What follows belongs to an exercise in optimizing a design on an open flow for small area, a short achievable clock period and few clock cycles per item; a production flow would make more cautious choices. Only simulation tests tie the RTL to the original design; equivalence was not proved. Power and IR drop assume default switching activity.

==> v32 <==
==> flow/design.v <==
package alu_isa_pkg;
    localparam int word_width = 32;
    localparam int div_steps = 32;
    localparam int div_cnt_width = $clog2(div_steps);
    typedef logic [word_width-1:0] word_t;
    typedef enum logic [4:0] {
        OP_ADDU,
        OP_SUBU,
        OP_AND,
        OP_OR,
        OP_XOR,
        OP_NOR,
        OP_SLT,
        OP_SLTU,
        OP_SLL,
        OP_SRL,
        OP_SRA,
        OP_MULT,
        OP_MULTU,
        OP_DIV,
        OP_DIVU,
        OP_MFHI,
        OP_MFLO,
        OP_MTHI,
        OP_MTLO
    } alu_op_e;
endpackage
package alu_link_pkg;
    typedef struct packed {
        logic [4:0]                           op;
        logic [31:0] src_a;
        logic [31:0] src_b;
    } alu_cmd_t;
    typedef struct packed {
        logic                                 done;
        logic [31:0] result;
    } alu_resp_t;
    typedef struct packed {
        logic [31:0] dividend;
        logic [31:0] divisor;
        logic                                 is_signed;
    } div_req_t;
endpackage
module alu_unit_top (
    input  logic        clk,
    input  logic        rst,
    input  logic        req_i,
    input  logic [68:0] cmd_i,
    output logic        ack_o,
    output logic [31:0] result_o
);
    logic [4:0]  op;
    logic [31:0] a, b;
    assign op = cmd_i[68:64];
    assign a  = cmd_i[63:32];
    assign b  = cmd_i[31:0];
    logic        ack_q, busy_q, div_q, fix_q, sel_q;
    logic [3:0]  cnt_q;
    logic [31:0] hi_q, lo_q, res_q;
    logic        hx_q;       
    logic        bp_q;       
    logic        negq_q, negr_q;
    logic        ms_q;       
    logic start;
    assign start = req_i && !ack_q && !busy_q;
    logic is_mul, is_div, mul_s, div_s;
    assign is_mul = (op == 5'd11) || (op == 5'd12);
    assign is_div = (op == 5'd13) || (op == 5'd14);
    assign mul_s  = (op == 5'd11);
    assign div_s  = (op == 5'd13);
    logic [32:0] addsub;
    logic        sub;
    assign sub    = op[0] | op[1];    
    assign addsub = {1'b0, a} + {1'b0, b ^ {32{sub}}} + {32'b0, sub};
    logic lt_s, lt_u;
    assign lt_u = !addsub[32];
    assign lt_s = (a[31] ^ b[31]) ? a[31] : addsub[31];
    logic        shl;
    logic [31:0] sh_in, sh_out, sh_rev;
    logic [63:0] sh_ext;
    assign shl = (op == 5'd8);
    always_comb begin
        for (int i = 0; i < 32; i++) sh_in[i] = shl ? a[31-i] : a[i];
    end
    assign sh_ext = {{32{(op == 5'd10) && a[31]}}, sh_in} >> b[4:0];
    assign sh_out = sh_ext[31:0];
    always_comb begin
        for (int i = 0; i < 32; i++) sh_rev[i] = sh_out[31-i];
    end
    logic s_add, s_and, s_or, s_xor, s_nor, s_slt, s_sltu, s_sll, s_srx, s_mfhi;
    assign s_add  = (op == 5'd0) || (op == 5'd1);
    assign s_and  = (op == 5'd2);
    assign s_or   = (op == 5'd3);
    assign s_xor  = (op == 5'd4);
    assign s_nor  = (op == 5'd5);
    assign s_slt  = (op == 5'd6);
    assign s_sltu = (op == 5'd7);
    assign s_sll  = (op == 5'd8);
    assign s_srx  = (op == 5'd9) || (op == 5'd10);
    assign s_mfhi = (op == 5'd15);
    logic [31:0] alu_res;
    assign alu_res = ({32{s_add}}  & addsub[31:0])
                   | ({32{s_and}}  & (a & b))
                   | ({32{s_or}}   & (a | b))
                   | ({32{s_xor}}  & (a ^ b))
                   | ({32{s_nor}}  & ~(a | b))
                   | ({32{s_sll}}  & sh_rev)
                   | ({32{s_srx}}  & sh_out)
                   | ({32{s_mfhi}} & hi_q)
                   | {31'b0, (s_slt & lt_s) | (s_sltu & lt_u)};
    logic [32:0] m_hsrc;
    logic [31:0] m_lsrc;
    logic        m_pb, m_last;
    logic [32:0] m_a;
    assign m_hsrc = {hx_q, hi_q};
    assign m_lsrc = lo_q;
    assign m_pb   = bp_q;
    assign m_last = (cnt_q[2:0] == 3'd7);
    assign m_a    = {ms_q && res_q[31], res_q};
    function automatic logic [35:0] booth_row(input logic [2:0] bits, input logic [32:0] x);
        logic one, two, neg;
        logic [33:0] mag;
        one = bits[0] ^ bits[1];
        two = (bits[2] & ~bits[1] & ~bits[0]) | (~bits[2] & bits[1] & bits[0]);
        neg = bits[2];
        mag = ({34{one}} & {x[32], x}) | ({34{two}} & {x, 1'b0});
        booth_row = {{2{neg ^ mag[33]}}, mag ^ {34{neg}}};
    endfunction
    logic [35:0] m_r0, m_r1;
    logic [37:0] m_sum;
    logic        m_n0, m_n1, m_corr;
    assign m_r0   = booth_row({m_lsrc[1:0], m_pb}, m_a);
    assign m_r1   = booth_row(m_lsrc[3:1], m_a);
    assign m_n0   = m_lsrc[1];
    assign m_n1   = m_lsrc[3];
    assign m_corr = m_last && !ms_q && m_lsrc[3];
    assign m_sum  = {{5{m_hsrc[32]}}, m_hsrc}
                  + {{2{m_r0[35]}}, m_r0}
                  + {m_r1, 2'b0}
                  + {33'b0, m_n1, 1'b0, m_n0}
                  + ({38{m_corr}} & {1'b0, res_q, 4'b0});
    logic [31:0] d_r1, d_q1, d_r2, d_q2;
    logic [32:0] d_sh0, d_df0, d_sh1, d_df1;
    assign d_sh0 = {hi_q, lo_q[31]};
    assign d_df0 = d_sh0 - {1'b0, res_q};
    assign d_r1  = d_df0[32] ? d_sh0[31:0] : d_df0[31:0];
    assign d_q1  = {lo_q[30:0], !d_df0[32]};
    assign d_sh1 = {d_r1, d_q1[31]};
    assign d_df1 = d_sh1 - {1'b0, res_q};
    assign d_r2  = d_df1[32] ? d_sh1[31:0] : d_df1[31:0];
    assign d_q2  = {d_q1[30:0], !d_df1[32]};
    logic        negA, negB, n1s, n2s;
    logic [31:0] n1x, n2x, n1y, n2y;
    assign negA = div_s && a[31];
    assign negB = div_s && b[31];
    assign n1x  = busy_q ? lo_q : a;
    assign n2x  = busy_q ? hi_q : b;
    assign n1s  = busy_q ? negq_q : negA;
    assign n2s  = busy_q ? negr_q : negB;
    assign n1y  = n1s ? -n1x : n1x;
    assign n2y  = n2s ? -n2x : n2x;
    logic [31:0] d_lo0;
    logic [3:0]  d_cnt0;
    logic        b_nz, z8, z16, z24;
    assign b_nz = (b != 32'b0);
    assign z8  = negA ? (&a[31:8])  && (a[7:0]  != 8'b0)  : (a[31:8]  == 24'b0);
    assign z16 = negA ? (&a[31:16]) && (a[15:0] != 16'b0) : (a[31:16] == 16'b0);
    assign z24 = negA ? (&a[31:24]) && (a[23:0] != 24'b0) : (a[31:24] == 8'b0);
    always_comb begin
        if (b_nz && z8) begin
            d_lo0 = {n1y[7:0], 24'b0};
            d_cnt0 = 4'd12;
        end else if (b_nz && z16) begin
            d_lo0 = {n1y[15:0], 16'b0};
            d_cnt0 = 4'd8;
        end else if (b_nz && z24) begin
            d_lo0 = {n1y[23:0], 8'b0};
            d_cnt0 = 4'd4;
        end else begin
            d_lo0 = n1y;
            d_cnt0 = 4'd0;
        end
    end
    always_ff @(posedge clk) begin
        if (rst) begin
            ack_q  <= 1'b0;
            busy_q <= 1'b0;
            div_q  <= 1'b0;
            fix_q  <= 1'b0;
            sel_q  <= 1'b0;
            cnt_q  <= '0;
            hi_q   <= '0;
            lo_q   <= '0;
        end else begin
            if (!req_i) ack_q <= 1'b0;
            if (start) begin
                cnt_q <= '0;
                fix_q <= 1'b0;
                sel_q <= 1'b1;
                if (is_mul) begin
                    busy_q <= 1'b1;
                    div_q  <= 1'b0;
                    ms_q   <= mul_s;
                    hx_q   <= 1'b0;
                    hi_q   <= '0;
                    bp_q   <= 1'b0;
                    lo_q   <= n1y;
                    res_q  <= n2y;
                end else if (is_div) begin
                    busy_q <= 1'b1;
                    div_q  <= 1'b1;
                    hi_q   <= '0;
                    lo_q   <= d_lo0;
                    cnt_q  <= d_cnt0;
                    res_q  <= n2y;
                    negq_q <= (negA ^ negB) && b_nz;
                    negr_q <= negA;
                end else begin
                    ack_q <= 1'b1;
                    res_q <= alu_res;
                    sel_q <= (op == 5'd16) || (op == 5'd17) || (op == 5'd18);
                    if (op == 5'd17) hi_q <= a;
                    if (op == 5'd18) lo_q <= a;
                end
            end else if (busy_q) begin
                if (!div_q) begin
                    {hx_q, hi_q} <= m_sum[36:4];
                    lo_q   <= {m_sum[3:0], m_lsrc[31:4]};
                    bp_q   <= m_lsrc[3];
                    cnt_q  <= cnt_q + 4'd1;
                    if (m_last) begin
                        busy_q <= 1'b0;
                        ack_q  <= 1'b1;
                    end
                end else if (!fix_q) begin
                    hi_q  <= d_r2;
                    lo_q  <= d_q2;
                    cnt_q <= cnt_q + 4'd1;
                    if (cnt_q == 4'd15) begin
                        if (negq_q || negr_q) begin
                            fix_q <= 1'b1;
                        end else begin
                            busy_q <= 1'b0;
                            ack_q  <= 1'b1;
                        end
                    end
                end else begin
                    hi_q   <= n2y;
                    lo_q   <= n1y;
                    busy_q <= 1'b0;
                    ack_q  <= 1'b1;
                end
            end
        end
    end
    assign ack_o    = ack_q;
    assign result_o = sel_q ? lo_q : res_q;
endmodule
==> flow/run.sh <==
#!/bin/bash
# synth_recipe.tcl (not shown) runs the flow's synth.tcl, then flattens the netlist and writes it again
# the make line also repeats each setting of config.mk as NAME=value (left out here)
make -C /OpenROAD-flow-scripts/flow DESIGN_CONFIG=/design/flow/config.mk WORK_HOME=/design/flow/orfs CLKGATE_MAP_FILE= SYNTH_SCRIPT=/design/flow/synth_recipe.tcl finish
==> flow/config.mk <==
export PLATFORM = sky130hd
export DESIGN_NAME = alu_unit_top
export DESIGN_NICKNAME = alu_unit_top
export VERILOG_FILES = /design/flow/design.v
export SDC_FILE = /design/flow/constraint.sdc
export NUM_CORES = 4
export LEC_CHECK = 0
export CAP_MARGIN = 20
export CORE_MARGIN = 2
export CORE_UTILIZATION = 40
export SETUP_SLACK_MARGIN = 4
export SLEW_MARGIN = 20
==> flow/constraint.sdc <==
create_clock -name core_clock -period 11.5 [get_ports {clk}]
set_input_delay 2.3000 -clock core_clock [delete_from_list [all_inputs] [get_ports {clk}]]
set_output_delay 2.3000 -clock core_clock [all_outputs]
set_load 0.01 [all_outputs]
==> inputs of v26, as changes to v32 <==
--- a/flow/design.v
+++ b/flow/design.v
@@ -41,7 +41,9 @@
         logic                                 is_signed;
     } div_req_t;
 endpackage
-module alu_unit_top (
+module alu_unit_top #(
+    parameter int ND = 2     
+) (
     input  logic        clk,
     input  logic        rst,
     input  logic        req_i,
@@ -115,7 +117,7 @@
     assign m_hsrc = {hx_q, hi_q};
     assign m_lsrc = lo_q;
     assign m_pb   = bp_q;
-    assign m_last = (cnt_q[2:0] == 3'd7);
+    assign m_last = (cnt_q == 4'(16 / ND - 1));
     assign m_a    = {ms_q && res_q[31], res_q};
     function automatic logic [35:0] booth_row(input logic [2:0] bits, input logic [32:0] x);
         logic one, two, neg;
@@ -126,19 +128,50 @@
         mag = ({34{one}} & {x[32], x}) | ({34{two}} & {x, 1'b0});
         booth_row = {{2{neg ^ mag[33]}}, mag ^ {34{neg}}};
     endfunction
-    logic [35:0] m_r0, m_r1;
-    logic [37:0] m_sum;
-    logic        m_n0, m_n1, m_corr;
-    assign m_r0   = booth_row({m_lsrc[1:0], m_pb}, m_a);
-    assign m_r1   = booth_row(m_lsrc[3:1], m_a);
-    assign m_n0   = m_lsrc[1];
-    assign m_n1   = m_lsrc[3];
-    assign m_corr = m_last && !ms_q && m_lsrc[3];
-    assign m_sum  = {{5{m_hsrc[32]}}, m_hsrc}
-                  + {{2{m_r0[35]}}, m_r0}
-                  + {m_r1, 2'b0}
-                  + {33'b0, m_n1, 1'b0, m_n0}
-                  + ({38{m_corr}} & {1'b0, res_q, 4'b0});
+    localparam int SW = 34 + 2 * ND;
+    logic [SW-1:0] m_sum;
+    logic          m_corr;
+    logic [SW-1:0] m_ops [0:ND+1];
+    always_comb begin
+        logic [35:0] row;
+        logic [2:0]  bits;
+        logic [SW-1:0] fix;
+        m_corr = m_last && !ms_q && m_lsrc[2*ND-1];
+        fix    = {SW{m_corr}} & (SW'(res_q) << (2 * ND));
+        for (int i = 0; i < ND; i++) begin
+            bits     = (i == 0) ? {m_lsrc[1:0], m_pb} : m_lsrc[2*i+1 -: 3];
+            row      = booth_row(bits, m_a);
+            m_ops[i] = SW'({{(SW-36){row[35]}}, row}) << (2 * i);
+        end
+        for (int i = 0; i < ND; i++) begin
+            bits = (i == 0) ? {m_lsrc[1:0], m_pb} : m_lsrc[2*i+1 -: 3];
+            if (i + 1 < ND) m_ops[i+1][2*i] = bits[2];
+            else            fix[2*i] = bits[2];
+        end
+        m_ops[ND]   = {{(SW-33){m_hsrc[32]}}, m_hsrc};
+        m_ops[ND+1] = fix;
+    end
+    function automatic logic [2*SW-1:0] csa(input logic [SW-1:0] x, input logic [SW-1:0] y,
+                                            input logic [SW-1:0] z);
+        logic [SW-1:0] cy;
+        cy  = (x & y) | (x & z) | (y & z);
+        csa = {cy[SW-2:0], 1'b0, x ^ y ^ z};
+    endfunction
+    logic [SW-1:0] m_s, m_c;
+    generate
+        if (ND == 2) begin : g_tree2
+            logic [SW-1:0] s1, c1;
+            assign {c1, s1}   = csa(m_ops[0], m_ops[1], m_ops[2]);
+            assign {m_c, m_s} = csa(s1, c1, m_ops[3]);
+        end else begin : g_tree4
+            logic [SW-1:0] s1, c1, s2, c2, s3, c3;
+            assign {c1, s1}   = csa(m_ops[0], m_ops[1], m_ops[2]);
+            assign {c2, s2}   = csa(m_ops[3], m_ops[4], m_ops[5]);
+            assign {c3, s3}   = csa(s1, c1, s2);
+            assign {m_c, m_s} = csa(s3, c3, c2);
+        end
+    endgenerate
+    assign m_sum = m_s + m_c;
     logic [31:0] d_r1, d_q1, d_r2, d_q2;
     logic [32:0] d_sh0, d_df0, d_sh1, d_df1;
     assign d_sh0 = {hi_q, lo_q[31]};
@@ -157,29 +190,39 @@
     assign n2x  = busy_q ? hi_q : b;
     assign n1s  = busy_q ? negq_q : negA;
     assign n2s  = busy_q ? negr_q : negB;
-    assign n1y  = n1s ? -n1x : n1x;
-    assign n2y  = n2s ? -n2x : n2x;
-    logic [31:0] d_lo0;
+    function automatic logic [31:0] or_below(input logic [31:0] x);
+        logic [31:0] p, t;
+        p = x;
+        for (int l = 0; l < 5; l++) begin
+            t = p;
+            for (int i = 0; i < 32; i++)
+                if ((i >> l) & 1) p[i] = t[i] | t[((i >> l) << l) - 1];
+        end
+        or_below = {p[30:0], 1'b0};
+    endfunction
+    assign n1y  = n1x ^ ({32{n1s}} & or_below(n1x));
+    assign n2y  = n2x ^ ({32{n2s}} & or_below(n2x));
+    logic [31:0] d_hi0, d_lo0;
     logic [3:0]  d_cnt0;
-    logic        b_nz, z8, z16, z24;
+    logic        b_nz, za8, za16, za24, gb8, gb16, gb24;
+    logic [2:0]  d_ka, d_mb, d_sk;
     assign b_nz = (b != 32'b0);
-    assign z8  = negA ? (&a[31:8])  && (a[7:0]  != 8'b0)  : (a[31:8]  == 24'b0);
-    assign z16 = negA ? (&a[31:16]) && (a[15:0] != 16'b0) : (a[31:16] == 16'b0);
-    assign z24 = negA ? (&a[31:24]) && (a[23:0] != 24'b0) : (a[31:24] == 8'b0);
+    assign za8  = negA ? (&a[31:8])  && (a[7:0]  != 8'b0)  : (a[31:8]  == 24'b0);
+    assign za16 = negA ? (&a[31:16]) && (a[15:0] != 16'b0) : (a[31:16] == 16'b0);
+    assign za24 = negA ? (&a[31:24]) && (a[23:0] != 24'b0) : (a[31:24] == 8'b0);
+    assign gb8  = negB ? !(&b[31:8])  : (b[31:8]  != 24'b0);
+    assign gb16 = negB ? !(&b[31:16]) : (b[31:16] != 16'b0);
+    assign gb24 = negB ? !(&b[31:24]) : (b[31:24] != 8'b0);
+    assign d_ka = za8 ? 3'd3 : za16 ? 3'd2 : za24 ? 3'd1 : 3'd0;
+    assign d_mb = gb24 ? 3'd3 : gb16 ? 3'd2 : gb8 ? 3'd1 : 3'd0;
+    assign d_sk = !b_nz ? 3'd0 : (d_ka + d_mb > 3'd3) ? 3'd3 : d_ka + d_mb;
     always_comb begin
-        if (b_nz && z8) begin
-            d_lo0 = {n1y[7:0], 24'b0};
-            d_cnt0 = 4'd12;
-        end else if (b_nz && z16) begin
-            d_lo0 = {n1y[15:0], 16'b0};
-            d_cnt0 = 4'd8;
-        end else if (b_nz && z24) begin
-            d_lo0 = {n1y[23:0], 8'b0};
-            d_cnt0 = 4'd4;
-        end else begin
-            d_lo0 = n1y;
-            d_cnt0 = 4'd0;
-        end
+        case (d_sk)
+            3'd3: begin d_hi0 = {8'b0, n1y[31:8]};  d_lo0 = {n1y[7:0], 24'b0};  d_cnt0 = 4'd12; end
+            3'd2: begin d_hi0 = {16'b0, n1y[31:16]}; d_lo0 = {n1y[15:0], 16'b0}; d_cnt0 = 4'd8;  end
+            3'd1: begin d_hi0 = {24'b0, n1y[31:24]}; d_lo0 = {n1y[23:0], 8'b0};  d_cnt0 = 4'd4;  end
+            default: begin d_hi0 = 32'b0;           d_lo0 = n1y;                d_cnt0 = 4'd0;  end
+        endcase
     end
     always_ff @(posedge clk) begin
         if (rst) begin
@@ -209,7 +252,7 @@
                 end else if (is_div) begin
                     busy_q <= 1'b1;
                     div_q  <= 1'b1;
-                    hi_q   <= '0;
+                    hi_q   <= d_hi0;
                     lo_q   <= d_lo0;
                     cnt_q  <= d_cnt0;
                     res_q  <= n2y;
@@ -224,9 +267,9 @@
                 end
             end else if (busy_q) begin
                 if (!div_q) begin
-                    {hx_q, hi_q} <= m_sum[36:4];
-                    lo_q   <= {m_sum[3:0], m_lsrc[31:4]};
-                    bp_q   <= m_lsrc[3];
+                    {hx_q, hi_q} <= m_sum[2*ND+32:2*ND];
+                    lo_q   <= {m_sum[2*ND-1:0], m_lsrc[31:2*ND]};
+                    bp_q   <= m_lsrc[2*ND-1];
                     cnt_q  <= cnt_q + 4'd1;
                     if (m_last) begin
                         busy_q <= 1'b0;
--- a/flow/config.mk
+++ b/flow/config.mk
@@ -7,6 +7,6 @@
 export LEC_CHECK = 0
 export CAP_MARGIN = 20
 export CORE_MARGIN = 2
-export CORE_UTILIZATION = 40
-export SETUP_SLACK_MARGIN = 4
+export CORE_UTILIZATION = 55
+export SETUP_SLACK_MARGIN = 5
 export SLEW_MARGIN = 20
==> comparison <==
- In v32 the synthesized cell count is higher than in v26, by about 2.5%.
- Between v26 and v32, the lower power is in v32 (gap about 9%, measured against v32).
- Of v32 and v26, v32 has the higher sequential power (gap 4.3%, measured against v26).
- Between v26 and v32, the lower sequential share of layout area is in v32 (gap 0.076 points).
Testbench counts of v32, summed over its fixed seeds: cycles 9,393, items 2,400.
Testbench counts of v26, summed over its fixed seeds: cycles 8,717, items 2,400.

[separate check: timing with driven ports]
The results above use ideal ports. As a check the final layouts listed here were re-extracted and re-timed, cells and wires unchanged.
Step 1: set_driving_cell puts a clkbuf_16 on clk and a buf_2 on each other input, an assumption about the parent block.
Step 2 moves the port delays by t, midway between the first and last clock arrival at a register: inputs arrive t later, outputs are due t later. That takes back most of the time a late clock gives input paths.
Three values: no drivers, after step 1, after step 2; two values: the first two.
run | t, ns | slack for setup (ns) | slew at the worst register clock pin (ns) | worst slew at a driven data input, ns
v32 | 0.467 | 4.271 / 4.271 / 3.937 | 0.11 / 0.11 | 0.06
v26 | 0.473 | 5.032 / 5.032 / 4.626 | 0.11 / 0.11 | 0.05
After both steps every run listed still meets setup and hold. For v26, which loses most, drivers alone change the setup slack by 0.000 ns; drivers and shift together by -0.406 ns.
